What follows belongs to an exercise in optimizing a design on an open flow for small area, a short achievable clock period and few clock cycles; a production flow would make more cautious choices. Function was checked by simulation only, so behaviour that the tests miss may differ from the original.

[flow/run.sh]
#!/bin/bash
# synth_recipe.tcl (not shown) runs the flow's synth.tcl, then flattens the netlist and writes it again
# the make line also repeats each setting of config.mk as NAME=value (left out here)
make -C /OpenROAD-flow-scripts/flow DESIGN_CONFIG=/design/flow/config.mk WORK_HOME=/design/flow/orfs CLKGATE_MAP_FILE= SYNTH_SCRIPT=/design/flow/synth_recipe.tcl finish
[flow/config.mk]
export PLATFORM = sky130hd
export DESIGN_NAME = acc_top
export DESIGN_NICKNAME = acc_top
export VERILOG_FILES = /design/flow/design.v
export SDC_FILE = /design/flow/constraint.sdc
export NUM_CORES = 4
export LEC_CHECK = 0
export ABC_CLOCK_PERIOD_IN_PS = 3000
export CAP_MARGIN = 20
export CORE_MARGIN = 2
export CORE_UTILIZATION = 40
export SETUP_SLACK_MARGIN = 2.8
export SLEW_MARGIN = 20
[flow/constraint.sdc]
create_clock -name core_clock -period 6.0 [get_ports {clk}]
set_input_delay 1.2000 -clock core_clock [delete_from_list [all_inputs] [get_ports {clk}]]
set_output_delay 1.2000 -clock core_clock [all_outputs]
set_load 0.01 [all_outputs]
[flow/design.v]
`timescale 1ns/1ns
module mac8b (
  input  logic [7:0] x,
  input  logic [3:0] one,
  input  logic [3:0] two,
  input  logic [3:0] neg,
  input  logic [7:0] acc,
  output logic [7:0] s
);
  logic [7:0] pp0;
  logic [5:0] pp1;
  logic [3:0] pp2;
  logic [1:0] pp3;
  logic [7:0] row_a, row_b;
  logic t1, t2, t3, t4, t5, t6, t7, t8, t9, t10, t11, t12, t13, t14, t15, t16, t17, t18, t19, t20, t21, t22, t23, t24, t25, t26, t27, t28, t29, t30, t31, t32, t33, t34, t35, t36;
  assign pp0[0] = ((one[0] & x[0]) | (two[0] & 1'b0)) ^ neg[0];
  assign pp0[1] = ((one[0] & x[1]) | (two[0] & x[0])) ^ neg[0];
  assign pp0[2] = ((one[0] & x[2]) | (two[0] & x[1])) ^ neg[0];
  assign pp0[3] = ((one[0] & x[3]) | (two[0] & x[2])) ^ neg[0];
  assign pp0[4] = ((one[0] & x[4]) | (two[0] & x[3])) ^ neg[0];
  assign pp0[5] = ((one[0] & x[5]) | (two[0] & x[4])) ^ neg[0];
  assign pp0[6] = ((one[0] & x[6]) | (two[0] & x[5])) ^ neg[0];
  assign pp0[7] = ((one[0] & x[7]) | (two[0] & x[6])) ^ neg[0];
  assign pp1[0] = ((one[1] & x[0]) | (two[1] & 1'b0)) ^ neg[1];
  assign pp1[1] = ((one[1] & x[1]) | (two[1] & x[0])) ^ neg[1];
  assign pp1[2] = ((one[1] & x[2]) | (two[1] & x[1])) ^ neg[1];
  assign pp1[3] = ((one[1] & x[3]) | (two[1] & x[2])) ^ neg[1];
  assign pp1[4] = ((one[1] & x[4]) | (two[1] & x[3])) ^ neg[1];
  assign pp1[5] = ((one[1] & x[5]) | (two[1] & x[4])) ^ neg[1];
  assign pp2[0] = ((one[2] & x[0]) | (two[2] & 1'b0)) ^ neg[2];
  assign pp2[1] = ((one[2] & x[1]) | (two[2] & x[0])) ^ neg[2];
  assign pp2[2] = ((one[2] & x[2]) | (two[2] & x[1])) ^ neg[2];
  assign pp2[3] = ((one[2] & x[3]) | (two[2] & x[2])) ^ neg[2];
  assign pp3[0] = ((one[3] & x[0]) | (two[3] & 1'b0)) ^ neg[3];
  assign pp3[1] = ((one[3] & x[1]) | (two[3] & x[0])) ^ neg[3];
  assign t1 = pp0[4] ^ pp1[2];
  assign t2 = pp0[4] & pp1[2];
  assign t3 = pp0[5] ^ pp1[3];
  assign t4 = pp0[5] & pp1[3];
  assign t5 = pp0[6] ^ pp1[4] ^ pp2[2];
  assign t6 = (pp0[6] & pp1[4]) | (pp0[6] & pp2[2]) | (pp1[4] & pp2[2]);
  assign t7 = pp3[0] ^ neg[3];
  assign t8 = pp3[0] & neg[3];
  assign t9 = pp0[7] ^ pp1[5] ^ pp2[3];
  assign t10 = pp3[1] ^ acc[7];
  assign t11 = pp0[2] ^ pp1[0];
  assign t12 = pp0[2] & pp1[0];
  assign t13 = pp0[3] ^ pp1[1];
  assign t14 = pp0[3] & pp1[1];
  assign t15 = t1 ^ pp2[0] ^ neg[2];
  assign t16 = (t1 & pp2[0]) | (t1 & neg[2]) | (pp2[0] & neg[2]);
  assign t17 = t3 ^ pp2[1] ^ acc[5];
  assign t18 = (t3 & pp2[1]) | (t3 & acc[5]) | (pp2[1] & acc[5]);
  assign t19 = t5 ^ t7 ^ acc[6];
  assign t20 = (t5 & t7) | (t5 & acc[6]) | (t7 & acc[6]);
  assign t21 = t9 ^ t10 ^ t6;
  assign t22 = pp0[0] ^ neg[0];
  assign t23 = pp0[0] & neg[0];
  assign t24 = pp0[1] ^ acc[1];
  assign t25 = pp0[1] & acc[1];
  assign t26 = t11 ^ neg[1] ^ acc[2];
  assign t27 = (t11 & neg[1]) | (t11 & acc[2]) | (neg[1] & acc[2]);
  assign t28 = t13 ^ acc[3] ^ t12;
  assign t29 = (t13 & acc[3]) | (t13 & t12) | (acc[3] & t12);
  assign t30 = t15 ^ acc[4] ^ t14;
  assign t31 = (t15 & acc[4]) | (t15 & t14) | (acc[4] & t14);
  assign t32 = t17 ^ t2 ^ t16;
  assign t33 = (t17 & t2) | (t17 & t16) | (t2 & t16);
  assign t34 = t19 ^ t4 ^ t18;
  assign t35 = (t19 & t4) | (t19 & t18) | (t4 & t18);
  assign t36 = t21 ^ t8 ^ t20;
  assign row_a = {t36, t34, t32, t30, t28, t26, t24, t22};
  assign row_b = {t35, t33, t31, t29, t27, t25, t23, acc[0]};
  assign s = row_a + row_b;
endmodule
`timescale 1ns/1ns
module acc_top (
  input  logic        clk,
  input  logic        arst_n,
  input  logic        reg_wr_en,
  input  logic [2:0]  reg_wr_addr,
  input  logic [31:0] reg_wr_data,
  input  logic [2:0]  reg_rd_addr,
  output logic [31:0] reg_rd_data,
  output logic        mem_req,
  output logic [15:0] mem_addr,
  input  logic        mem_gnt,
  input  logic        mem_rvalid,
  input  logic [31:0] mem_rdata,
  output logic        out_valid,
  output logic [31:0] out_data,
  output logic        out_last,
  input  logic        out_credit
);
  logic [15:0] k_base, k_len, x_base, x_len, a_base, a_len;
  logic        busy;
  logic [7:0]  done_cnt;
  logic        ctrl_go;
  logic        job_done;
  assign ctrl_go = reg_wr_en && (reg_wr_addr == 3'd6) && reg_wr_data[0] && !busy;
  always_ff @(posedge clk or negedge arst_n) begin
    if (!arst_n) begin
      k_base <= '0;
      k_len  <= '0;
      x_base <= '0;
      x_len  <= '0;
      a_base <= '0;
      a_len  <= '0;
    end else if (reg_wr_en) begin
      case (reg_wr_addr)
        3'd0: k_base <= reg_wr_data[15:0];
        3'd1: k_len  <= reg_wr_data[15:0];
        3'd2: x_base <= reg_wr_data[15:0];
        3'd3: x_len  <= reg_wr_data[15:0];
        3'd4: a_base <= reg_wr_data[15:0];
        3'd5: a_len  <= reg_wr_data[15:0];
        default: ;
      endcase
    end
  end
  always_ff @(posedge clk or negedge arst_n) begin
    if (!arst_n) begin
      busy     <= 1'b0;
      done_cnt <= '0;
    end else if (ctrl_go) begin
      busy <= 1'b1;
    end else if (job_done) begin
      busy     <= 1'b0;
      done_cnt <= done_cnt + 1'b1;
    end
  end
  always_comb begin
    reg_rd_data = '0;
    case (reg_rd_addr)
      3'd0: reg_rd_data[15:0] = k_base;
      3'd1: reg_rd_data[15:0] = k_len;
      3'd2: reg_rd_data[15:0] = x_base;
      3'd3: reg_rd_data[15:0] = x_len;
      3'd4: reg_rd_data[15:0] = a_base;
      3'd5: reg_rd_data[15:0] = a_len;
      3'd6: begin
        reg_rd_data[0]    = busy;
        reg_rd_data[15:8] = done_cnt;
      end
      default: ;
    endcase
  end
  logic [15:0] kp, xp, ap;    
  logic [15:0] pairs_left;    
  logic        iss_x;         
  logic        iss_a;         
  logic        iss_end;       
  logic [2:0]  a_req;         
  logic [2:0]  outst;         
  logic [2:0]  credits;       
  logic        grant;
  logic [15:0] addr_inc;
  assign mem_req  = busy && !iss_end && (outst <= 3'd5) && (!iss_a || (credits != 3'd0));
  assign mem_addr = iss_a ? ap : (iss_x ? xp : kp);
  assign grant    = mem_req && mem_gnt;
  assign addr_inc = mem_addr + 1'b1;
  always_ff @(posedge clk) begin
    if (ctrl_go) begin
      kp         <= k_base;
      xp         <= x_base;
      ap         <= a_base;
      pairs_left <= k_len;
      iss_x      <= 1'b0;
      iss_a      <= 1'b0;
      iss_end    <= 1'b0;
      a_req      <= '0;
    end else if (grant) begin
      if (iss_a) begin
        ap    <= addr_inc;
        a_req <= a_req + 1'b1;
        if (a_req == 3'd3) iss_end <= 1'b1;
      end else if (!iss_x) begin
        kp    <= addr_inc;
        iss_x <= 1'b1;
      end else begin
        xp         <= addr_inc;
        iss_x      <= 1'b0;
        pairs_left <= pairs_left - 1'b1;
        if (pairs_left == 16'd1) iss_a <= 1'b1;
      end
    end
  end
  always_ff @(posedge clk or negedge arst_n) begin
    if (!arst_n) begin
      outst   <= '0;
      credits <= 3'd4;
    end else begin
      outst   <= outst + 3'(grant) - 3'(mem_rvalid);
      credits <= credits - 3'(grant && iss_a) + 3'(out_credit);
    end
  end
  logic        rsp_a;       
  logic        rsp_x;       
  logic [2:0]  a_rsp;       
  logic [2:0]  a_out;       
  logic        rv_k, rv_x, rv_a;
  logic [31:0] k_reg;       
  logic [31:0] x_reg;       
  assign rsp_a = (outst <= a_req);
  assign rv_a  = mem_rvalid && rsp_a;
  assign rv_k  = mem_rvalid && !rsp_a && !rsp_x;
  assign rv_x  = mem_rvalid && !rsp_a && rsp_x;
  always_ff @(posedge clk) begin
    if (ctrl_go) begin
      rsp_x <= 1'b0;
      a_rsp <= '0;
    end else begin
      if (rv_k || rv_x) rsp_x <= !rsp_x;
      if (rv_a) a_rsp <= a_rsp + 1'b1;
    end
    if (rv_k || (rv_a && !a_rsp[0])) k_reg <= mem_rdata;
    if (rv_x || (rv_a && a_rsp[0]))  x_reg <= mem_rdata;
  end
  logic        par;
  logic        first;       
  logic        mac1, mac2;  
  logic [15:0] k_sel;       
  logic [23:0] k_op;        
  logic [7:0]  ring_a [4][2];
  logic [7:0]  ring_b [4][2];
  always_ff @(posedge clk or negedge arst_n) begin
    if (!arst_n) begin
      mac1 <= 1'b0;
      mac2 <= 1'b0;
    end else begin
      mac1 <= rv_x;
      mac2 <= mac1;
    end
  end
  always_ff @(posedge clk) begin
    par <= ctrl_go ? 1'b0 : !par;
    if (ctrl_go) first <= 1'b1;
    else if (mac2) first <= 1'b0;
    k_op <= {booth(k_sel[15:8]), booth(k_sel[7:0])};
  end
  assign k_sel = !(rv_x || mac1) ? 16'd0 : (par ? k_reg[15:0] : k_reg[31:16]);
  function automatic logic [11:0] booth(input logic [7:0] k);
    logic [8:0] e;
    logic [3:0] one, two, neg;
    e = {k, 1'b0};
    for (int i = 0; i < 4; i++) begin
      one[i] = e[2*i+1] ^ e[2*i];
      two[i] = (e[2*i+2] & !e[2*i+1] & !e[2*i]) | (!e[2*i+2] & e[2*i+1] & e[2*i]);
      neg[i] = e[2*i+2];
    end
    booth = {neg, two, one};
  endfunction
  for (genvar r = 0; r < 4; r++) begin : g_row
    for (genvar j = 0; j < 2; j++) begin : g_unit
      logic [7:0] base;
      logic [7:0] sum;
      assign base = first ? 8'd0 : ring_a[r][j];
      mac8b u_mac (
        .x(x_reg[8*r +: 8]),
        .one(k_op[12*j +: 4]), .two(k_op[12*j+4 +: 4]), .neg(k_op[12*j+8 +: 4]),
        .acc(base), .s(sum)
      );
      always_ff @(posedge clk) begin
        ring_a[r][j] <= ring_b[r][j];
        ring_b[r][j] <= sum;
      end
    end
  end
  logic [1:0]  oc;
  logic        in_a;
  logic        col_busy;
  logic [31:0] psum;
  assign oc       = a_out[1:0];
  assign col_busy = mac2 && in_a;    
  assign psum     = oc[0] ? x_reg : k_reg;
  logic        emit;
  logic [31:0] sum_out;
  always_comb begin
    for (int r = 0; r < 4; r++) begin
      sum_out[8*r +: 8] = (in_a ? ring_a[r][oc[0]] : ring_b[r][oc[0]]) + psum[8*r +: 8];
    end
  end
  assign emit = busy && (a_rsp != a_out) && !col_busy;
  always_ff @(posedge clk or negedge arst_n) begin
    if (!arst_n) out_valid <= 1'b0;
    else         out_valid <= emit;
  end
  always_ff @(posedge clk) begin
    out_data <= sum_out;
    out_last <= (oc == 2'd3);
  end
  assign job_done = out_valid && out_last;
  always_ff @(posedge clk) begin
    if (ctrl_go) begin
      a_out <= '0;
      in_a  <= 1'b1;
    end else if (emit) begin
      a_out <= a_out + 1'b1;
      in_a  <= ((oc[1] ^ oc[0]) == !par);
    end else begin
      in_a  <= (oc[1] == !par);
    end
  end
endmodule
==> results.sh, run 1 <==
export IMPL_outcome="complete, no violations"
export IMPL_clockBufferDepth=3
export IMPL_critPathCaptureType="output port"
export IMPL_yosysSeqAreaShare=0.414
export IMPL_async_flop_share=0.257
export IMPL_hold_violations=0
export IMPL_rows=93
export IMPL_nNetsFinal=2910
export IMPL_ys_flop_type="dfxtp_1"
export IMPL_die_y_um=259
export IMPL_drtIter0Drc=1519
export IMPL_holdCritStartpoint="ring_b[5][4]"
export IMPL_yosys_top_cells_area="dfxtp_1 16%, edfxtp_1 15%, dfrtp_1 11%"
export IMPL_synthMostInstantiatedCell="xnor2_1"
export IMPL_fillers=5652
export IMPL_drv_cap=0
export IMPL_slew_headroom=0.241
export IMPL_numPortBuffers=126
export IMPL_grt_max_degree=87
export IMPL_cp_data_arrival_time_ps=2390
export IMPL_antenna_found_initial=1
export IMPL_synth_distinct_cells=77
export IMPL_slew_viol_final=0
export IMPL_min_to="ring_a[5][4]"
export IMPL_dp_hpwl_mm=48.3
export IMPL_gp_congestion=0.871
export IMPL_htreeDepth=2
export IMPL_synthTopCellsByCount="231 x xnor2_1, 201 x dfxtp_1, 157 x nor2_1"
export IMPL_syn_instance_count=2366
export IMPL_coreArea_um2=64200
export IMPL_cts_made_buffers=51
export IMPL_yosys_warnings=3
export IMPL_rr_endpoint="ring_b[7][7]"
export IMPL_critical_path_class="in2out"
export IMPL_min_path_type="reg2reg"
export IMPL_finClkSkew_ps=48.3
export IMPL_max_freq_mhz=278
export IMPL_die_area_um2=66800
export IMPL_cts_tree="yes"
export IMPL_clock_sinks=443
export IMPL_track_usage=0.223
export IMPL_grt_pass1_wl_mm=115
export IMPL_clk_transition_reported_paths_ps=60
export IMPL_reg_top3="ring_a: 64 flops, ring_b: 64 flops"
export IMPL_gr_total_overflow=0
export IMPL_rsz0062_at_grt="yes"
export IMPL_synth_seq_cells=443
export IMPL_synth_area_leader_cell="dfxtp_1"
export IMPL_remaining_drc_errors=0
export IMPL_setup_viol=0
export IMPL_reg2reg_from="x_reg[28]"
export IMPL_dr_pass1_iters=5
export IMPL_io_pins=159
export IMPL_period_share=0.599
export IMPL_tightest_slew_ps=1140
export IMPL_wl_per_cell_um=21.4
export IMPL_synth_top_area_frac=0.155
export IMPL_crit_required_ps=4800
export IMPL_avgSynthCellArea_um2=11.0
export IMPL_holdPathStages=0
export IMPL_worstPathMaxFanout=4
export IMPL_worst_setup_path_start_kind="input pin"
export IMPL_drt_total_wl_mm=75.3
export IMPL_grt_pass1_vias=19736
export IMPL_syn_area_um2=25900
export IMPL_areaGrowthSynthToFinish_pct=25.2
export IMPL_initial_core_util=0.403
export IMPL_reg2reg_depth=12
export IMPL_synth_edf_count=128
export IMPL_postCtsHoldBufs=0
export IMPL_reg2reg_slack_ps=2580
export IMPL_via_per_inst=5.45
export IMPL_layout_drive_gt1_share=0.258
export IMPL_cts_root_buf="clkbuf_16"
export IMPL_die_w_um=259
export IMPL_fin_tns_setup_ps=0
export IMPL_vias=19162
export IMPL_finalCriticalPeriod_ps=3590
export IMPL_worstSkewPairLatency_ps=630
export IMPL_ant_nets=0
[critical path: stages]
cell and delay (ps):
buf_12 110, clkinvlp_4 220, nor2_4 170, buf_6 140, buf_6 90, a22oi_2 70, o22ai_2 210, buf_2 170
[repair_timing]
action / CTS / global route
cloned: 4 / 0
setup buffers: 153 / 13
resized for setup: 256 / 95
setup endpoints to repair: 76 / 84
pin swaps: 71 / 45
[per-stage QoR]
step | instance area (um2) | instances | hold slack (ps) | util | setup slack [ps]
after global placement | 28100 | 3244 | 332 | 0.438 | 1150
after CTS | 31900 | 3499 | 326 | 0.496 | 2450
after floorplan | 26400 | 2381 | 326 | - | 2740
final | 32400 | 3514 | 333 | 0.505 | 2410
after global routing | 32400 | 3513 | 339 | 0.505 | 2420
after detailed placement | 28100 | 3246 | 335 | 0.438 | 1160
[worst max path at each step]
stage	endpoint	slack, ps	startpoint
after global placement	reg_rd_data[6]	1150	reg_rd_addr[2]
after floorplan	reg_rd_data[0]	2740	reg_rd_addr[1]
after global routing	reg_rd_data[12]	2420	reg_rd_addr[0]
after CTS	reg_rd_data[4]	2450	reg_rd_addr[0]
final	reg_rd_data[2]	2410	reg_rd_addr[0]
after detailed placement	reg_rd_data[6]	1160	reg_rd_addr[2]
[area by class of cell]
class	instances	area [um2]	share of cell area
Timing Repair Buffer	337	3270	0.101
Sequential cell	443	10800	0.332
Clock buffer	68	1430	0.0441
Clock inverter	28	348	0.0107
Antenna cell	1	2.50	0.0000771
Multi-Input combinational cell	1664	15100	0.465
Tap cell	855	1070	0.0330
Inverter	118	473	0.0146
[routing by layer]
metal | track usage | vias up | share of wire
met5 | 0 | - | 0
met2 | 0.356 | 653 | 0.46
met4 | 0.0832 | 0 | 0.037
li1 | - | 8760 | -
met3 | 0.0451 | 165 | 0.068
met1 | 0.300 | 9584 | 0.44
[kinds of logic after synthesis]
logic type	share of synthesized area
adders and majority gates	0.128
other	0.000145
and+or+nand+nor	0.0907
AOI/OAI and AO/OA	0.110
DFF	0.414
buffers and inverters	0.0434
xor gates and xnor gates	0.103
muxes	0.110
[placed cells by master, fill, tap and decap left out, types with 91 or more instances in the layout]
master / Yosys / routed
dfrtp_1: 113 / 113
inv_1: 114 / 110
xnor2_1: 231 / 221
a22oi_1: 130 / 91
ha_1: 141 / 129
mux2_2: 139 / 135
buf_4: 18 / 156
nand2_1: 147 / 146
dfxtp_1: 201 / 186
edfxtp_1: 128 / 128
nor2_1: 157 / 149
Testbench counts, summed over its fixed seeds: cycles 9,964.
==> inputs of run 2 (changes only) <==
--- a/flow/config.mk
+++ b/flow/config.mk
@@ -9,5 +9,5 @@
 export CAP_MARGIN = 20
 export CORE_MARGIN = 2
-export CORE_UTILIZATION = 40
+export CORE_UTILIZATION = 60
 export SETUP_SLACK_MARGIN = 2.8
 export SLEW_MARGIN = 20
==> results.sh, run 2 <==
export IMPL_outcome="complete, no violations"
export IMPL_die_area_um2=44900
export IMPL_htreeDepth=2
export IMPL_setup_viol=0
export IMPL_numPortBuffers=126
export IMPL_worstSkewPairLatency_ps=610
export IMPL_slew_headroom=0.255
export IMPL_worst_setup_path_start_kind="input pin"
export IMPL_reg2reg_from="x_reg[29]"
export IMPL_fin_util=0.745
export IMPL_crit_required_ps=4800
export IMPL_dpl_worst_slack_ps=1200
export IMPL_cts_tree="yes"
export IMPL_yosysSeqAreaShare=0.414
export IMPL_hold_violations=0
export IMPL_ys_flop_type="dfxtp_1"
export IMPL_cts_made_buffers=48
export IMPL_areaGrowthSynthToFinish_pct=23.3
export IMPL_worstPathMaxFanout=8
export IMPL_via_per_inst=5.98
export IMPL_layout_drive_gt1_share=0.259
export IMPL_die_w_um=212
export IMPL_rr_endpoint="ring_b[6][7]"
export IMPL_remaining_drc_errors=0
export IMPL_crit_start="reg_rd_addr[0]"
export IMPL_io_pins=159
export IMPL_syn_instance_count=2366
export IMPL_avgSynthCellArea_um2=11.0
export IMPL_final_common_cell="xnor2_1"
export IMPL_grt_pass1_vias=19528
export IMPL_clockBufferDepth=3
export IMPL_mostFrequentLayoutCells="223 x xnor2_1, 181 x dfxtp_1, 168 x buf_4, 149 x nor2_1, 145 x nand2_1"
export IMPL_finalCriticalPeriod_ps=3560
export IMPL_drtIter0Drc=1598
export IMPL_drv_cap=0
export IMPL_critPathCaptureType="output port"
export IMPL_vias=19419
export IMPL_drt_total_wl_mm=74.4
export IMPL_crit_end="reg_rd_data[13]"
export IMPL_synth_area_leader_cell="dfxtp_1"
export IMPL_async_flop_share=0.257
export IMPL_min_path_type="reg2reg"
export IMPL_tightest_slew_ps=1110
export IMPL_period_share=0.593
export IMPL_clk_transition_reported_paths_ps=60
export IMPL_yosys_top_cells_area="dfxtp_1 16%, edfxtp_1 15%, dfrtp_1 11%"
export IMPL_synth_seq_cells=443
export IMPL_wl_per_cell_um=22.9
export IMPL_reg2reg_depth=12
export IMPL_synth_top_area_frac=0.155
export IMPL_grt_max_degree=87
export IMPL_yosys_warnings=3
export IMPL_synth_edf_count=128
export IMPL_fin_ws_ps=2440
export IMPL_ant_nets=0
export IMPL_track_usage=0.334
export IMPL_critical_path_class="in2out"
export IMPL_holdPathStages=0
export IMPL_clock_sinks=443
export IMPL_nNetsFinal=2919
export IMPL_grt_pass1_wl_mm=113
export IMPL_max_freq_mhz=281
export IMPL_die_y_um=212
export IMPL_dp_hpwl_mm=46.7
export IMPL_cp_data_arrival_time_ps=2360
export IMPL_dr_pass1_iters=5
export IMPL_antenna_found_initial=3
export IMPL_gp_congestion=0.880
export IMPL_reg_top3="ring_a: 64 flops, ring_b: 64 flops"
export IMPL_synthMostInstantiatedCell="xnor2_1"
export IMPL_gr_total_overflow=0
export IMPL_fillers=2961
export IMPL_synth_distinct_cells=77
export IMPL_rows=76
export IMPL_cts_root_buf="clkbuf_16"
export IMPL_slew_viol_final=0
export IMPL_initial_core_util=0.604
export IMPL_rsz0062_at_grt="yes"
export IMPL_syn_area_um2=25900
export IMPL_fin_tns_setup_ps=0
export IMPL_reg2reg_slack_ps=2520
export IMPL_synthTopCellsByCount="231 x xnor2_1, 201 x dfxtp_1, 157 x nor2_1"
export IMPL_finClkSkew_ps=23.5
export IMPL_coreArea_um2=42900
## run 2: critical path, stage by stage
cell and delay, ps:
buf_8 90, buf_12 130, mux4_2 510, mux2_4 300, buf_6 120
## run 2: cell type report
class / count / area [um2] / area share
tap: 585 / 732 / 0.0229
clock buffer: 65 / 1340 / 0.0419
multi-input combinational: 1664 / 15000 / 0.471
antenna: 2 / 5.00 / 0.000157
timing repair buffer: 349 / 3320 / 0.104
sequential: 443 / 10800 / 0.338
inverter: 118 / 458 / 0.0143
clock inverter: 24 / 273 / 0.00854
## run 2: repair_timing
action,CTS,global route
cloned,6,0
pin swaps,68,55
endpoints found under the setup margin,70,81
setup buffers,153,33
resized for setup,249,89
hold buffers,0,0
## run 2: worst min-delay path by stage
stage | start | slack [ps] | endpoint
after floorplan | ring_b[1][0] | 330 | ring_a[1][0]
after global placement | ring_b[0][2] | 330 | ring_a[0][2]
after detailed placement | ring_b[5][6] | 340 | ring_a[5][6]
after CTS | ring_b[7][3] | 330 | ring_a[7][3]
after global routing | ring_b[7][3] | 350 | ring_a[7][3]
final | ring_b[7][3] | 350 | ring_a[7][3]
## run 2: logic make-up after synthesis
kind of cell	share of synthesized area
AOI/OAI and AO/OA	0.110
buffers and inverters	0.0434
and+or+nand+nor	0.0907
xor gates and xnor gates	0.103
DFF	0.414
other	0.000145
muxes	0.110
adders and majority gates	0.128
## run 2: metrics by stage
stage                     cell area [um2]  hold slack [ps]  std cells
after floorplan                     26400              326       2381
after global placement              27700              329       2966
after detailed placement            27700              338       2966
after CTS                           31200              333       3214
after global routing                31900              345       3250
final                               31900              345       3250
## run 2: routing by layer
| layer | up-vias | part of all wire | global-route usage |
|---|---|---|---|
| met4 | 2 | 0.028 | 0.108 |
| met5 | - | 0.00017 | 0 |
| li1 | 8758 | - | - |
| met1 | 9713 | 0.43 | 0.466 |
| met3 | 142 | 0.099 | 0.0975 |
| met2 | 804 | 0.44 | 0.501 |
==> inputs of run 3 (changes only) <==
--- a/flow/config.mk
+++ b/flow/config.mk
@@ -10,4 +10,4 @@
 export CORE_MARGIN = 2
 export CORE_UTILIZATION = 60
-export SETUP_SLACK_MARGIN = 2.8
+export SETUP_SLACK_MARGIN = 2.5
 export SLEW_MARGIN = 20
==> results.sh, run 3 <==
export IMPL_clk_transition_reported_paths_ps=50
export IMPL_critical_path_class="in2out"
export IMPL_avgSynthCellArea_um2=11.0
export IMPL_yosysSeqAreaShare=0.414
export IMPL_clockBufferDepth=3
export IMPL_synthSimpleGateAreaFrac=0.0907
export IMPL_dp_hpwl_mm=45.2
export IMPL_via_per_inst=5.96
export IMPL_slew_viol_final=0
export IMPL_synth_mux_area_frac=0.110
export IMPL_max_freq_mhz=278
export IMPL_numPortBuffers=126
export IMPL_synthMostInstantiatedCell="xnor2_1"
export IMPL_die_y_um=212
export IMPL_coreArea_um2=42900
export IMPL_ys_flop_type="dfxtp_1"
export IMPL_antenna_found_initial=1
export IMPL_cp_data_arrival_time_ps=2390
export IMPL_htreeDepth=2
export IMPL_areaGrowthSynthToFinish_pct=20.1
export IMPL_vias=19020
export IMPL_outcome="complete, no violations"
export IMPL_syn_area_um2=25900
export IMPL_grt_busiest_layer="met1"
export IMPL_grt_max_degree=74
export IMPL_synth_xor_area_frac=0.103
export IMPL_cts_root_buf="clkbuf_16"
export IMPL_final_cells=3191
export IMPL_grt_pass1_wl_mm=108
export IMPL_cp_slowest_stage_delay_ps=210
export IMPL_rsz0062_at_grt="yes"
export IMPL_synthTopCellsByCount="231 x xnor2_1, 201 x dfxtp_1, 157 x nor2_1"
export IMPL_drt_total_wl_mm=71.7
export IMPL_die_w_um=212
export IMPL_period_share=0.599
export IMPL_wl_per_cell_um=22.5
export IMPL_crit_chain="buf_12 > clkinvlp_4 > nor2_4 > buf_6 > buf_6 > buf_4 > a21oi_2 > o221ai_2 > buf_2"
export IMPL_remaining_drc_errors=0
export IMPL_finClkSkew_ps=20.2
export IMPL_track_usage=0.317
export IMPL_drv_cap=0
export IMPL_slew_headroom=0.280
export IMPL_yosys_warnings=3
export IMPL_synth_area_leader_cell="dfxtp_1"
export IMPL_yosys_top_cells_area="dfxtp_1 16%, edfxtp_1 15%, dfrtp_1 11%"
export IMPL_postCtsHoldBufs=0
export IMPL_cts_made_buffers=47
export IMPL_io_pins=159
export IMPL_final_common_cell="xnor2_1"
export IMPL_synth_distinct_cells=77
export IMPL_worstPathMaxFanout=4
export IMPL_crit_required_ps=4800
export IMPL_slowest_stage="nor2_4"
export IMPL_worstSkewPairLatency_ps=590
export IMPL_dr_pass1_iters=7
export IMPL_cts_tree="yes"
export IMPL_synth_compound_area_frac=0.110
export IMPL_met1_usage=0.486
export IMPL_layout_drive_gt1_share=0.219
export IMPL_tightest_slew_ps=1080
export IMPL_setup_viol=0
export IMPL_critPathMostFrequentCell="buf_6"
export IMPL_ant_nets=0
export IMPL_critPathCaptureType="output port"
export IMPL_nNetsFinal=2860
export IMPL_synth_top_area_frac=0.155
export IMPL_gr_total_overflow=0
export IMPL_dp_cells=2973
export IMPL_synth_top_family_by_area="adder cells"
export IMPL_fin_tns_setup_ps=0
export IMPL_finalCriticalPeriod_ps=3590
export IMPL_clock_sinks=443
export IMPL_mostFrequentLayoutCells="229 x xnor2_1, 185 x dfxtp_1, 146 x nor2_1, 146 x nand2_1, 138 x mux2_2"
export IMPL_die_area_um2=44900
export IMPL_initial_core_util=0.604
export IMPL_min_path_type="reg2reg"
export IMPL_gr_usage_met2=0.454
export IMPL_reg_top3="ring_a: 64 flops, ring_b: 64 flops"
export IMPL_rows=76
export IMPL_synth_edf_count=128
export IMPL_grt_pass1_vias=18667
export IMPL_gp_congestion=0.893
export IMPL_async_flop_share=0.257
export IMPL_worst_setup_path_start_kind="input pin"
export IMPL_syn_instance_count=2366
export IMPL_drtIter0Drc=1762
export IMPL_hold_violations=0
export IMPL_met3_usage=0.0614
export IMPL_synth_seq_cells=443
export IMPL_synth_fa_ha_area_frac=0.128
## run 3: cell types whose count changed in the layout (fill, tap and decap cells not counted), moves of 6 or more
| cell | previous run | this run |
|---|---|---|
| dfxtp_4 | 15 | 9 |
| a22oi_2 | 36 | 26 |
| a22oi_1 | 94 | 104 |
| buf_4 | 168 | 116 |
| clkdlybuf4s50_1 | 89 | 103 |
| a21oi_2 | 26 | 7 |
| ha_1 | 127 | 135 |
| xnor2_1 | 223 | 229 |
| xnor2_2 | 9 | 3 |
| a21oi_1 | 53 | 69 |
| buf_16 | 8 | 0 |
| dlygate4sd2_1 | 12 | 2 |
## run 3: worst paths after layout
| check | from | end | slack, ps | cells past startpoint |
|---|---|---|---|---|
| min in group asynchronous | arst_n | a_len[9] | 750 | 1 |
| hold reg to reg | ring_b[4][0] | ring_a[4][0] | 350 | 0 |
| setup reg to reg | k_op[6] | ring_b[4][7] | 2520 | 11 |
| hold / removal | ring_b[4][0] | ring_a[4][0] | 350 | 0 |
| setup / recovery | reg_rd_addr[0] | reg_rd_data[10] | 2410 | 9 |
| max in group asynchronous | arst_n | outst[0] | 4050 | 2 |
## run 3: worst max-delay path: cells and delay by family
kind,cells,cell delay [ps]
AND/OR/NAND/NOR,1,210
buffers and inverters,6,770
AO/OA/AOI/OAI,2,190
## run 3: per-layer routing
| layer | part of all wire | routed length [um] |
|---|---|---|
| met2 | 0.43 | 31100 |
| met3 | 0.088 | 6320 |
| met1 | 0.46 | 32900 |
| met4 | 0.019 | 1350 |
| met5 | 0 | 0 |
## run 3: area by class of cell
| type | instances | area, um2 |
|---|---|---|
| Sequential cell | 443 | 10800 |
| Timing Repair Buffer | 291 | 2830 |
| Clock inverter | 19 | 181 |
| Inverter | 118 | 473 |
| Multi-Input combinational cell | 1664 | 14800 |
| Clock buffer | 69 | 1340 |
| Fill cell | 3057 | 11800 |
| Antenna cell | 2 | 5.00 |
| Tap cell | 585 | 732 |
## run 3: repair_timing
item / in CTS / in global routing
buffers inserted: 82 / 43
gates resized for setup: 190 / 111
pin swaps: 26 / 77
setup endpoints to repair: 48 / 37
gates cloned: 3 / 0
## run 3: logic make-up (layout without fill, tap and decap cells)
group | Yosys count | in the layout
and+or+nand+nor | 486 | 486
DFF | 443 | 443
AOI/OAI and AO/OA | 410 | 410
xor gates and xnor gates | 304 | 304
buffers and inverters | 274 | 497
muxes | 229 | 229
adders and majority gates | 219 | 219
other | 1 | 18
## run 3: stage by stage
stage | util | area (um2) | hold slack (ps) | setup WS (ps)
3_3_place_gp | 0.644 | 27600 | 330 | 1050
3_5_place_dp | 0.644 | 27600 | 332 | 1030
4_1_cts | 0.705 | 30200 | 346 | 2370
6_report | 0.726 | 31100 | 345 | 2410
5_1_grt | 0.726 | 31100 | 342 | 2360
2_1_floorplan | - | 26000 | 326 | 2420
==> inputs of run 4 (changes only) <==
--- a/flow/config.mk
+++ b/flow/config.mk
@@ -9,5 +9,7 @@
 export CAP_MARGIN = 20
 export CORE_MARGIN = 2
-export CORE_UTILIZATION = 60
-export SETUP_SLACK_MARGIN = 2.5
+export CORE_UTILIZATION = 40
+export CTS_BUF_LIST = sky130_fd_sc_hd__clkbuf_8
+export CTS_CLUSTER_SIZE = 30
+export SETUP_SLACK_MARGIN = 2.8
 export SLEW_MARGIN = 20
==> results.sh, run 4 <==
export IMPL_outcome="complete, no violations"
export IMPL_die_area_um2=66800
export IMPL_clk_transition_reported_paths_ps=60
export IMPL_slew_headroom=0.257
export IMPL_gr_total_overflow=0
export IMPL_dp_hpwl_mm=48.3
export IMPL_synth_edf_count=128
export IMPL_clockBufferDepth=3
export IMPL_fillers=5706
export IMPL_synthTopCellsByCount="231 x xnor2_1, 201 x dfxtp_1, 157 x nor2_1"
export IMPL_postCtsHoldBufs=0
export IMPL_drtIter0Drc=1641
export IMPL_yosysSeqAreaShare=0.414
export IMPL_crit_chain="buf_12 > clkinvlp_4 > nor2_4 > buf_6 > buf_6 > a22oi_2 > o22ai_2 > buf_2"
export IMPL_areaGrowthSynthToFinish_pct=25.5
export IMPL_reg_top3="ring_a: 64 flops, ring_b: 64 flops"
export IMPL_rows=93
export IMPL_synth_top_area_frac=0.155
export IMPL_worst_setup_path_start_kind="input pin"
export IMPL_vias=19474
export IMPL_grt_pass1_vias=19992
export IMPL_synth_distinct_cells=77
export IMPL_clock_sinks=443
export IMPL_die_y_um=259
export IMPL_mostFrequentLayoutCells="222 x xnor2_1, 186 x dfxtp_1, 150 x nor2_1, 146 x nand2_1, 142 x buf_4"
export IMPL_coreArea_um2=64200
export IMPL_grt_max_degree=87
export IMPL_grt_pass1_wl_mm=116
export IMPL_rsz0062_at_grt="yes"
export IMPL_drt_total_wl_mm=76.1
export IMPL_period_share=0.590
export IMPL_dp_cells=3246
export IMPL_finClkSkew_ps=41.0
export IMPL_yosys_top_cells_area="dfxtp_1 16%, edfxtp_1 15%, dfrtp_1 11%"
export IMPL_routed_wl_met3_mm=5.04
export IMPL_numPortBuffers=126
export IMPL_initial_core_util=0.403
export IMPL_cts_root_buf="clkbuf_8"
export IMPL_max_freq_mhz=282
export IMPL_slew_viol_final=0
export IMPL_yosys_warnings=3
export IMPL_nNetsFinal=2947
export IMPL_crit_required_ps=4800
export IMPL_fin_util=0.506
export IMPL_ant_nets=0
export IMPL_track_usage=0.224
export IMPL_final_common_cell="xnor2_1"
export IMPL_dr_pass1_iters=7
export IMPL_avgSynthCellArea_um2=11.0
export IMPL_async_flop_share=0.257
export IMPL_worstSkewPairLatency_ps=700
export IMPL_htreeDepth=3
export IMPL_critPathCaptureType="output port"
export IMPL_via_per_inst=5.45
export IMPL_tightest_slew_ps=1110
export IMPL_final_cells=3570
export IMPL_cp_data_arrival_time_ps=2340
export IMPL_slowest_stage="o22ai_2"
export IMPL_wl_per_cell_um=21.3
export IMPL_critical_path_class="in2out"
export IMPL_syn_area_um2=25900
export IMPL_cts_tree="yes"
export IMPL_synthMostInstantiatedCell="xnor2_1"
export IMPL_hold_violations=0
export IMPL_synth_seq_cells=443
export IMPL_synth_area_leader_cell="dfxtp_1"
export IMPL_worstPathMaxFanout=4
export IMPL_met1Wirelength_mm=33.6
export IMPL_gp_congestion=0.871
export IMPL_antenna_found_initial=1
export IMPL_ys_flop_type="dfxtp_1"
export IMPL_fin_tns_setup_ps=0
export IMPL_io_pins=159
export IMPL_setup_viol=0
export IMPL_critPathMostFrequentCell="buf_6"
export IMPL_finalCriticalPeriod_ps=3540
export IMPL_die_w_um=259
export IMPL_routed_top_layer="met4"
export IMPL_cp_slowest_stage_delay_ps=220
export IMPL_wl_met2_mm=35.2
export IMPL_cts_made_buffers=78
export IMPL_min_path_type="reg2reg"
export IMPL_drv_cap=0
export IMPL_remaining_drc_errors=0
export IMPL_syn_instance_count=2366
export IMPL_layout_drive_gt1_share=0.269
## run 4: cell families (layout without fill, tap and decap cells)
kind of cell	after synthesis	count (layout)	synth area share
simple gates	486	487	0.0907
flops	443	443	0.414
compound gates	410	410	0.110
xor+xnor	304	304	0.103
buf+inv	274	605	0.0434
mux	229	229	0.110
fa+ha+maj	219	219	0.128
other cells	1	18	0.000145
## run 4: final timing paths
| kind | to | cells after the start | slack (ps) | from |
|---|---|---|---|---|
| worst min register to register | ring_a[5][6] | 0 | 340 | ring_b[5][6] |
| min in group asynchronous | a_base[10] | 1 | 490 | arst_n |
| worst max register to register | ring_b[7][7] | 12 | 2550 | x_reg[28] |
| max in group asynchronous | k_len[2] | 3 | 4290 | arst_n |
| worst max-delay path | reg_rd_data[2] | 8 | 2460 | reg_rd_addr[0] |
| worst min-delay path | ring_a[5][6] | 0 | 340 | ring_b[5][6] |
## run 4: area by class of cell
cell class | count | area [um2] | area share
timing repair buffer | 346 | 3450 | 0.106
clock buffer | 89 | 1220 | 0.0377
sequential | 443 | 10800 | 0.331
tap | 855 | 1070 | 0.0329
clock inverter | 52 | 363 | 0.0112
inverter | 118 | 475 | 0.0146
multi-input combinational | 1665 | 15200 | 0.466
antenna | 2 | 5.00 | 0.000154
## run 4: routing by layer
| layer | up-vias | global-route usage |
|---|---|---|
| li1 | 8848 | - |
| met4 | 0 | 0.0798 |
| met1 | 9745 | 0.305 |
| met3 | 166 | 0.0363 |
| met5 | - | 0 |
| met2 | 715 | 0.360 |
## run 4: worst max-delay path, delay by kind of cell
family	cells	cell delay, ps
buf+inv	5	700
simple gates	1	160
compound gates	2	290
## run 4: timing repair
item,4_1_cts,5_1_grt
resized for setup,252,130
buffers inserted,152,24
pin swaps,74,60
cloned,3,1
setup endpoints to repair,75,90
## run 4: through the flow
stage | worst slack (ps) | cell area (um2) | hold slack [ps]
floorplan | 2740 | 26400 | 326
global placement | 1150 | 28100 | 332
detailed placement | 1160 | 28100 | 335
global route | 2450 | 32500 | 343
finish | 2460 | 32500 | 344
CTS | 2450 | 31700 | 341
==> inputs of run 5 (changes only) <==
==> flow/flow/run.sh (new file) <==
#!/bin/bash
# The standard layout, with the port buffers made from the smallest buffer
# cell instead of the default pick; repair still resizes them where needed.
set -o pipefail
export BUFFER_PORTS_ARGS="-buffer_cell sky130_fd_sc_hd__buf_1"
bash standard.sh 2>&1 | tee standard.log
==> flow/standard.sh (new file) <==
#!/bin/bash
# synth_recipe.tcl (not shown) runs the flow's synth.tcl, then flattens the netlist and writes it again
# the make line also repeats each setting of config.mk as NAME=value (left out here)
make -C /OpenROAD-flow-scripts/flow DESIGN_CONFIG=/design/flow/config.mk WORK_HOME=/design/flow/orfs CLKGATE_MAP_FILE= SYNTH_SCRIPT=/design/flow/synth_recipe.tcl "${@:-finish}"
--- a/flow/config.mk
+++ b/flow/config.mk
@@ -9,7 +9,5 @@
 export CAP_MARGIN = 20
 export CORE_MARGIN = 2
-export CORE_UTILIZATION = 40
-export CTS_BUF_LIST = sky130_fd_sc_hd__clkbuf_8
-export CTS_CLUSTER_SIZE = 30
-export SETUP_SLACK_MARGIN = 2.8
+export CORE_UTILIZATION = 65
+export SETUP_SLACK_MARGIN = 2.5
 export SLEW_MARGIN = 20
removed: flow/run.sh
==> results.sh, run 5 <==
export IMPL_crit_start="reg_rd_addr[2]"
export IMPL_yosys_warnings=3
export IMPL_synth_distinct_cells=77
export IMPL_yosysSeqAreaShare=0.414
export IMPL_period_share=0.606
export IMPL_coreArea_um2=39500
export IMPL_reg_top3="ring_a: 64 flops, ring_b: 64 flops"
export IMPL_cts_root_buf="clkbuf_16"
export IMPL_numPortBuffers=126
export IMPL_synthMostInstantiatedCell="xnor2_1"
export IMPL_worstSkewPairLatency_ps=610
export IMPL_fin_util=0.762
export IMPL_antenna_found_initial=4
export IMPL_via_per_inst=6.17
export IMPL_cts_made_buffers=48
export IMPL_finClkSkew_ps=23.1
export IMPL_layout_drive_gt1_share=0.209
export IMPL_slew_headroom=0.291
export IMPL_tightest_slew_ps=1060
export IMPL_gp_congestion=0.887
export IMPL_grt_max_degree=74
export IMPL_synth_area_leader_cell="dfxtp_1"
export IMPL_synth_xor_area_frac=0.103
export IMPL_io_pins=159
export IMPL_synth_mux_area_frac=0.110
export IMPL_clock_sinks=443
export IMPL_avgSynthCellArea_um2=11.0
export IMPL_clk_transition_reported_paths_ps=60
export IMPL_ys_flop_type="dfxtp_1"
export IMPL_drv_cap=0
export IMPL_track_usage=0.339
export IMPL_routed_wl_met3_mm=7.52
export IMPL_die_w_um=204
export IMPL_synth_seq_cells=443
export IMPL_postCtsHoldBufs=0
export IMPL_critical_path_class="in2out"
export IMPL_synth_fa_ha_area_frac=0.128
export IMPL_worstPathMaxFanout=5
export IMPL_syn_instance_count=2366
export IMPL_slew_viol_final=0
export IMPL_die_area_um2=41500
export IMPL_min_path_type="reg2reg"
export IMPL_fillers=2661
export IMPL_path_delay_family="compound AO/OA/AOI/OAI gates"
export IMPL_synth_edf_count=128
export IMPL_crit_required_ps=4800
export IMPL_slowest_stage="a221oi_1"
export IMPL_setup_viol=0
export IMPL_cts_tree="yes"
export IMPL_grt_pass1_vias=18836
export IMPL_critPathCaptureType="output port"
export IMPL_async_flop_share=0.257
export IMPL_synth_compound_area_frac=0.110
export IMPL_wl_per_cell_um=22.9
export IMPL_initial_core_util=0.655
export IMPL_crit_chain="buf_1 > buf_6 > buf_12 > nor2b_4 > a221oi_1 > o32ai_2 > clkbuf_2"
export IMPL_clockBufferDepth=3
export IMPL_yosys_top_cells_area="dfxtp_1 16%, edfxtp_1 15%, dfrtp_1 11%"
export IMPL_dp_hpwl_mm=44.8
export IMPL_syn_area_um2=25900
export IMPL_holdCritStartpoint="ring_b[0][6]"
export IMPL_drt_total_wl_mm=71.3
export IMPL_synthTopCellsByCount="231 x xnor2_1, 201 x dfxtp_1, 157 x nor2_1"
export IMPL_nNetsFinal=2835
export IMPL_routed_top_layer="met5"
export IMPL_finalCriticalPeriod_ps=3640
export IMPL_rsz0062_at_grt="yes"
export IMPL_wl_met2_mm=31.1
export IMPL_rows=73
export IMPL_hold_violations=0
export IMPL_ant_nets=0
export IMPL_max_freq_mhz=275
export IMPL_cp_data_arrival_time_ps=2440
export IMPL_synth_top_area_frac=0.155
export IMPL_drtIter0Drc=1756
export IMPL_mostFrequentLayoutCells="227 x xnor2_1, 183 x dfxtp_1, 149 x nor2_1, 147 x nand2_1"
export IMPL_areaGrowthSynthToFinish_pct=16.4
export IMPL_die_y_um=204
export IMPL_cp_slowest_stage_delay_ps=390
export IMPL_synthSimpleGateAreaFrac=0.0907
export IMPL_remaining_drc_errors=0
export IMPL_final_common_cell="xnor2_1"
export IMPL_critPathBufInv=4
export IMPL_met1Wirelength_mm=30.5
export IMPL_dr_pass1_iters=6
export IMPL_reg2reg_from="x_reg[26]"
export IMPL_outcome="complete, no violations"
export IMPL_grt_pass1_wl_mm=108
export IMPL_worst_setup_path_start_kind="input pin"
export IMPL_synth_top_family_by_area="adder cells"
export IMPL_fin_hold_ws_ps=336
export IMPL_vias=19184
export IMPL_fin_tns_setup_ps=0
export IMPL_htreeDepth=2
export IMPL_gr_total_overflow=0
-- run 5: cell counts after synthesis --
Identical to the previous run, type by type.
-- run 5: repair_timing --
item                                    in CTS  in global routing
setup buffers                               63                 37
resized for setup                          114                 81
cloned                                       4                  1
pin swaps                                   18                 68
endpoints found under the setup margin      48                 31
-- run 5: kinds of logic after synthesis --
group | after synthesis
buf+inv | 274
fa+ha+maj | 219
simple gates | 486
compound gates | 410
other cells | 1
mux | 229
flops | 443
xor+xnor | 304
-- run 5: final cells by class --
cell class / count / area (um2) / area share
Multi-Input combinational cell: 1664 / 14700 / 0.486
Timing Repair Buffer: 265 / 1970 / 0.0652
Antenna cell: 3 / 7.51 / 0.000249
Inverter: 118 / 477 / 0.0158
Clock buffer: 64 / 1380 / 0.0457
Sequential cell: 443 / 10800 / 0.358
Clock inverter: 26 / 233 / 0.00772
Tap cell: 525 / 657 / 0.0218
-- run 5: worst paths after layout --
kind / to / slack (ps) / cells past startpoint
worst max-delay path: reg_rd_data[4] / 2360 / 7
worst min-delay path: ring_a[0][6] / 340 / 0
worst max register to register: ring_b[7][7] / 2540 / 12
worst min register to register: ring_a[0][6] / 340 / 0
max in group asynchronous: busy / 4060 / 2
min in group asynchronous: x_len[9] / 730 / 1
-- run 5: through the flow --
stage,setup slack (ps),std cells,cell area [um2]
2_1_floorplan,2420,2381,26000
3_3_place_gp,1890,2908,26700
3_5_place_dp,1810,2909,26700
4_1_cts,2390,3066,29400
5_1_grt,2390,3107,30100
6_report,2360,3108,30100
-- run 5: per-layer routing --
| metal | vias up | GRT usage |
|---|---|---|
| met4 | 2 | 0.121 |
| met2 | 939 | 0.492 |
| met5 | - | 0 |
| met1 | 9470 | 0.495 |
| li1 | 8614 | - |
| met3 | 159 | 0.0849 |
==> inputs of run 6 (changes only) <==
--- a/flow/config.mk
+++ b/flow/config.mk
@@ -10,4 +10,4 @@
 export CORE_MARGIN = 2
 export CORE_UTILIZATION = 65
-export SETUP_SLACK_MARGIN = 2.5
+export SETUP_SLACK_MARGIN = 2.2
 export SLEW_MARGIN = 20
==> results.sh, run 6 <==
export IMPL_outcome="complete, no violations"
export IMPL_reg_top3="ring_a: 64 flops, ring_b: 64 flops"
export IMPL_worstSkewPairLatency_ps=600
export IMPL_synth_area_leader_cell="dfxtp_1"
export IMPL_synth_distinct_cells=77
export IMPL_wl_per_cell_um=21.9
export IMPL_drt_total_wl_mm=67.0
export IMPL_areaGrowthSynthToFinish_pct=12.3
export IMPL_mostFrequentLayoutCells="230 x xnor2_1, 185 x dfxtp_1, 153 x nor2_1, 147 x nand2_1, 140 x ha_1"
export IMPL_min_path_type="reg2reg"
export IMPL_avgSynthCellArea_um2=11.0
export IMPL_clock_sinks=443
export IMPL_syn_instance_count=2366
export IMPL_initial_core_util=0.655
export IMPL_synth_seq_cells=443
export IMPL_drtIter0Drc=1709
export IMPL_io_pins=159
export IMPL_yosys_top_cells_area="dfxtp_1 16%, edfxtp_1 15%, dfrtp_1 11%"
export IMPL_vias=18515
export IMPL_yosysSeqAreaShare=0.414
export IMPL_grt_pass1_vias=18102
export IMPL_period_share=0.630
export IMPL_via_per_inst=6.06
export IMPL_synthMostInstantiatedCell="xnor2_1"
export IMPL_numPortBuffers=126
export IMPL_grt_pass1_wl_mm=104
export IMPL_die_w_um=204
export IMPL_nNetsFinal=2784
export IMPL_htreeDepth=2
export IMPL_synth_edf_count=128
export IMPL_finalCriticalPeriod_ps=3780
export IMPL_setup_viol=0
export IMPL_tightest_slew_ps=1120
export IMPL_gp_congestion=0.865
export IMPL_max_freq_mhz=265
export IMPL_critical_path_class="in2out"
export IMPL_rsz0062_at_grt="yes"
export IMPL_worstPathMaxFanout=12
export IMPL_grt_max_degree=66
export IMPL_yosys_warnings=3
export IMPL_finClkSkew_ps=23.4
export IMPL_gr_total_overflow=0
export IMPL_clk_transition_reported_paths_ps=60
export IMPL_dp_hpwl_mm=44.8
export IMPL_remaining_drc_errors=0
export IMPL_synth_top_area_frac=0.155
export IMPL_dr_pass1_iters=6
export IMPL_postCtsHoldBufs=0
export IMPL_hold_violations=0
export IMPL_crit_required_ps=4800
export IMPL_die_area_um2=41500
export IMPL_cp_data_arrival_time_ps=2580
export IMPL_ant_nets=0
export IMPL_fin_tns_setup_ps=0
export IMPL_cts_root_buf="clkbuf_16"
export IMPL_drv_cap=0
export IMPL_synthTopCellsByCount="231 x xnor2_1, 201 x dfxtp_1, 157 x nor2_1"
export IMPL_rows=73
export IMPL_syn_area_um2=25900
export IMPL_clockBufferDepth=3
export IMPL_die_y_um=204
export IMPL_track_usage=0.325
export IMPL_final_common_cell="xnor2_1"
export IMPL_worst_setup_path_start_kind="input pin"
export IMPL_ys_flop_type="dfxtp_1"
export IMPL_async_flop_share=0.257
export IMPL_antenna_found_initial=1
export IMPL_layout_drive_gt1_share=0.160
export IMPL_slew_headroom=0.255
export IMPL_critPathCaptureType="output port"
export IMPL_cts_made_buffers=47
export IMPL_coreArea_um2=39500
export IMPL_cts_tree="yes"
export IMPL_slew_viol_final=0
[run 6: cell count changes in the layout (fill, tap and decap cells not counted), moves of 12 or more]
cell	change
a22oi_2	-29
buf_6	-17
buf_1	+15
buf_4	-19
buf_2	-12
a22oi_1	+29
[run 6: logic make-up after synthesis]
group | Yosys count | share of synthesized area
buffers and inverters | 274 | 0.0434
DFF | 443 | 0.414
AOI/OAI and AO/OA | 410 | 0.110
adders and majority gates | 219 | 0.128
muxes | 229 | 0.110
other | 1 | 0.000145
and+or+nand+nor | 486 | 0.0907
xor gates and xnor gates | 304 | 0.103
[run 6: layout make-up]
cell class / instances / area [um2]
fill: 2860 / 10500
timing repair buffer: 215 / 1270
antenna: 1 / 2.50
inverter: 118 / 463
clock buffer: 76 / 1540
sequential: 443 / 10800
tap: 525 / 657
multi-input combinational: 1664 / 14200
clock inverter: 12 / 150
[run 6: worst max-delay path: stages]
cell	delay (ps)
clkbuf_2	150
buf_12	180
clkinvlp_4	90
nor2_1	60
buf_6	160
a22o_1	230
a22oi_1	220
o21ai_1	130
clkbuf_2	150
[run 6: routing by layer]
metal	vias up	GRT usage	wire (um)
li1	8501	-	-
met1	9131	0.489	30300
met2	782	0.472	28900
met3	101	0.0769	6530
met4	0	0.0779	1280
met5	-	0	0
[run 6: what timing repair did]
action                                  in CTS  in global routing
buffers inserted                             8                 43
endpoints found under the setup margin      34                 19
cloned                                       0                  1
resized for setup                           27                 30
hold endpoints to repair                     0                  0
pin swaps                                    1                  3
[run 6: path summary, 6_finish.rpt]
path	from	endpoint	slack, ps	cells after the start
hold reg to reg	ring_b[1][2]	ring_a[1][2]	340	0
min in group asynchronous	arst_n	a_base[9]	660	1
setup / recovery	reg_rd_addr[0]	reg_rd_data[11]	2220	9
max in group asynchronous	arst_n	credits[0]	4000	2
setup reg to reg	x_reg[26]	ring_b[6][7]	2350	12
hold / removal	ring_b[1][2]	ring_a[1][2]	340	0
[run 6: through the flow]
| step | worst slack [ps] | cell area (um2) | hold WS (ps) | util | cells |
|---|---|---|---|---|---|
| 2_1_floorplan | 2330 | 26000 | 326 | - | 2381 |
| 3_3_place_gp | 1590 | 26700 | 329 | 0.676 | 2911 |
| 3_5_place_dp | 1540 | 26800 | 334 | 0.677 | 2913 |
| 4_1_cts | 2110 | 28600 | 344 | 0.724 | 3009 |
| 5_1_grt | 2150 | 29100 | 350 | 0.735 | 3054 |
| 6_report | 2220 | 29100 | 339 | 0.735 | 3054 |
==> inputs of run 7 (changes only) <==
--- a/flow/config.mk
+++ b/flow/config.mk
@@ -9,5 +9,6 @@
 export CAP_MARGIN = 20
 export CORE_MARGIN = 2
-export CORE_UTILIZATION = 65
-export SETUP_SLACK_MARGIN = 2.2
+export CORE_UTILIZATION = 60
+export SETUP_SLACK_MARGIN = 2.8
 export SLEW_MARGIN = 20
+export TNS_END_PERCENT = 0
==> results.sh, run 7 <==
export IMPL_vias=18712
export IMPL_synthTopCellsByCount="231 x xnor2_1, 201 x dfxtp_1, 157 x nor2_1"
export IMPL_synthMostInstantiatedCell="xnor2_1"
export IMPL_synth_top_area_frac=0.155
export IMPL_grt_pass1_wl_mm=108
export IMPL_synth_seq_cells=443
export IMPL_worst_setup_path_start_kind="input pin"
export IMPL_finalCriticalPeriod_ps=3610
export IMPL_via_per_inst=5.97
export IMPL_antenna_found_initial=0
export IMPL_clock_sinks=443
export IMPL_clk_transition_reported_paths_ps=60
export IMPL_areaGrowthSynthToFinish_pct=14.1
export IMPL_yosys_warnings=3
export IMPL_initial_core_util=0.604
export IMPL_drv_cap=0
export IMPL_worstSkewPairLatency_ps=600
export IMPL_synth_area_leader_cell="dfxtp_1"
export IMPL_drtIter0Drc=1603
export IMPL_max_freq_mhz=277
export IMPL_slew_viol_final=0
export IMPL_wl_per_cell_um=22.5
export IMPL_io_pins=159
export IMPL_critical_path_class="in2out"
export IMPL_yosys_top_cells_area="dfxtp_1 16%, edfxtp_1 15%, dfrtp_1 11%"
export IMPL_slew_headroom=0.244
export IMPL_met1_usage=0.475
export IMPL_dp_hpwl_mm=46.4
export IMPL_dp_cells=2966
export IMPL_setup_viol=0
export IMPL_met3_usage=0.0648
export IMPL_syn_instance_count=2366
export IMPL_hold_violations=0
export IMPL_crit_required_ps=4800
export IMPL_coreArea_um2=42900
export IMPL_clockBufferDepth=3
export IMPL_ys_flop_type="dfxtp_1"
export IMPL_gr_usage_met2=0.477
export IMPL_die_y_um=212
export IMPL_die_w_um=212
export IMPL_synth_edf_count=128
export IMPL_mostFrequentLayoutCells="229 x xnor2_1, 183 x dfxtp_1, 152 x nor2_1, 147 x nand2_1, 140 x ha_1"
export IMPL_reg_top3="ring_a: 64 flops, ring_b: 64 flops"
export IMPL_min_path_type="reg2reg"
export IMPL_tightest_slew_ps=1130
export IMPL_grt_pass1_vias=18650
export IMPL_track_usage=0.319
export IMPL_worstPathMaxFanout=15
export IMPL_dr_pass1_iters=5
export IMPL_cts_made_buffers=48
export IMPL_final_common_cell="xnor2_1"
export IMPL_syn_area_um2=25900
export IMPL_rows=76
export IMPL_outcome="complete, no violations"
export IMPL_die_area_um2=44900
export IMPL_async_flop_share=0.257
export IMPL_yosysSeqAreaShare=0.414
export IMPL_fillers=3268
export IMPL_rsz0062_at_grt="yes"
export IMPL_grt_busiest_layer="met2"
export IMPL_cp_data_arrival_time_ps=2410
export IMPL_period_share=0.602
export IMPL_numPortBuffers=126
export IMPL_grt_max_degree=76
export IMPL_gr_total_overflow=0
export IMPL_layout_drive_gt1_share=0.179
export IMPL_cts_tree="yes"
export IMPL_gp_congestion=0.866
export IMPL_finClkSkew_ps=33.3
export IMPL_nNetsFinal=2802
export IMPL_critPathCaptureType="output port"
export IMPL_avgSynthCellArea_um2=11.0
export IMPL_synth_distinct_cells=77
export IMPL_post_dp_cell_area_um2=26900
export IMPL_remaining_drc_errors=0
export IMPL_cts_root_buf="clkbuf_16"
export IMPL_htreeDepth=2
export IMPL_fin_tns_setup_ps=0
export IMPL_ant_nets=0
export IMPL_final_cells=3133
export IMPL_drt_total_wl_mm=70.5
export IMPL_fin_area_um2=29600
## run 7: timing repair
action	4_1_cts	5_1_grt
setup buffers	46	24
cloned	5	0
gates resized for setup	81	13
endpoints found under the setup margin	69	107
pin swaps	6	4
hold buffers	0	0
## run 7: layer usage
layer | routed length, um | vias up | part of all wire
li1 | - | 8544 | -
met1 | 32800 | 9385 | 0.46
met2 | 30700 | 688 | 0.44
met3 | 5750 | 95 | 0.081
met4 | 1240 | 0 | 0.018
met5 | 0 | - | 0
## run 7: final timing paths
| kind | endpoint | slack, ps | depth (start not counted) | start |
|---|---|---|---|---|
| worst max-delay path | reg_rd_data[10] | 2390 | 6 | reg_rd_addr[0] |
| worst min-delay path | ring_a[7][3] | 340 | 0 | ring_b[7][3] |
| worst max register to register | ring_b[3][7] | 2430 | 13 | x_reg[13] |
| worst min register to register | ring_a[7][3] | 340 | 0 | ring_b[7][3] |
| max in group asynchronous | k_len[11] | 4090 | 2 | arst_n |
| min in group asynchronous | done_cnt[0] | 750 | 1 | arst_n |
## run 7: worst max-delay path, cell delays in order
cell and delay [ps]:
buf_8 120, bufbuf_16 290, nor2_1 290, a21oi_1 110
o221ai_1 220, buf_2 180
## run 7: stage by stage
step | util | hold slack (ps) | setup slack [ps]
global placement | 0.627 | 331 | 1830
floorplan | - | 326 | 2720
detailed placement | 0.627 | 335 | 1820
CTS | 0.682 | 342 | 2440
finish | 0.689 | 344 | 2390
global route | 0.689 | 345 | 2310
## run 7: cells by family (layout without fill, tap and decap cells)
| group | after synthesis | in the layout | share of synthesized area |
|---|---|---|---|
| AND/OR/NAND/NOR | 486 | 486 | 0.0907 |
| buffers and inverters | 274 | 440 | 0.0434 |
| AO/OA/AOI/OAI | 410 | 410 | 0.110 |
| adder cells (fa/ha/maj) | 219 | 219 | 0.128 |
| multiplexers | 229 | 229 | 0.110 |
| other | 1 | 17 | 0.000145 |
| XOR/XNOR | 304 | 304 | 0.103 |
| flip-flops | 443 | 443 | 0.414 |
## run 7: final cells by class
class / count / area [um2] / share of cell area
Inverter: 118 / 473 / 0.0160
Timing Repair Buffer: 232 / 1630 / 0.0552
Clock buffer: 73 / 1430 / 0.0483
Tap cell: 585 / 732 / 0.0248
Sequential cell: 443 / 10800 / 0.364
Antenna cell: 1 / 2.50 / 0.0000846
Multi-Input combinational cell: 1664 / 14400 / 0.488
Clock inverter: 17 / 115 / 0.00389

## port drivers added, routing unchanged
In the flow no input, the clock included, has a driving cell. The finished layouts below were timed again as built, in two steps. Step 1, drivers: a clkbuf_16 drives clk and a buf_2 each remaining input, both assumed. Step 2 adds t to the input delays and takes it off the output delays; t is the mean of the earliest and latest rising clock arrival at the registers after step 1. Input paths then give back, and output paths get back, about the clock's delay inside the block. Three values: no drivers, after step 1, after step 2; two values: the first two.
| run | t (ns) | setup slack, ns | hold WS [ns] | worst register clock-pin slew, ns | worst data-port slew with drivers (ns) |
|---|---|---|---|---|---|
| run 1 | 0.673 | 2.407 / 2.345 / 2.345 | 0.333 / 0.333 / 0.333 | 0.07 / 0.07 | 0.12 |
| run 2 | 0.653 | 2.445 / 2.390 / 2.390 | 0.345 / 0.345 / 0.345 | 0.06 / 0.06 | 0.09 |
| run 3 | 0.641 | 2.409 / 2.347 / 2.030 | 0.345 / 0.345 / 0.345 | 0.07 / 0.07 | 0.09 |
| run 4 | 0.726 | 2.458 / 2.396 / 2.396 | 0.344 / 0.344 / 0.344 | 0.07 / 0.07 | 0.12 |
| run 5 | 0.663 | 2.364 / 2.322 / 2.322 | 0.336 / 0.336 / 0.336 | 0.07 / 0.07 | 0.09 |
| run 6 | 0.649 | 2.221 / 2.199 / 2.199 | 0.339 / 0.339 / 0.339 | 0.07 / 0.07 | 0.08 |
| run 7 | 0.640 | 2.388 / 2.346 / 2.346 | 0.344 / 0.344 / 0.344 | 0.07 / 0.07 | 0.09 |
After both steps setup and hold are still met in every run listed. For run 3, which loses most, drivers alone change the setup slack by -0.062 ns; drivers and shift together by -0.379 ns.
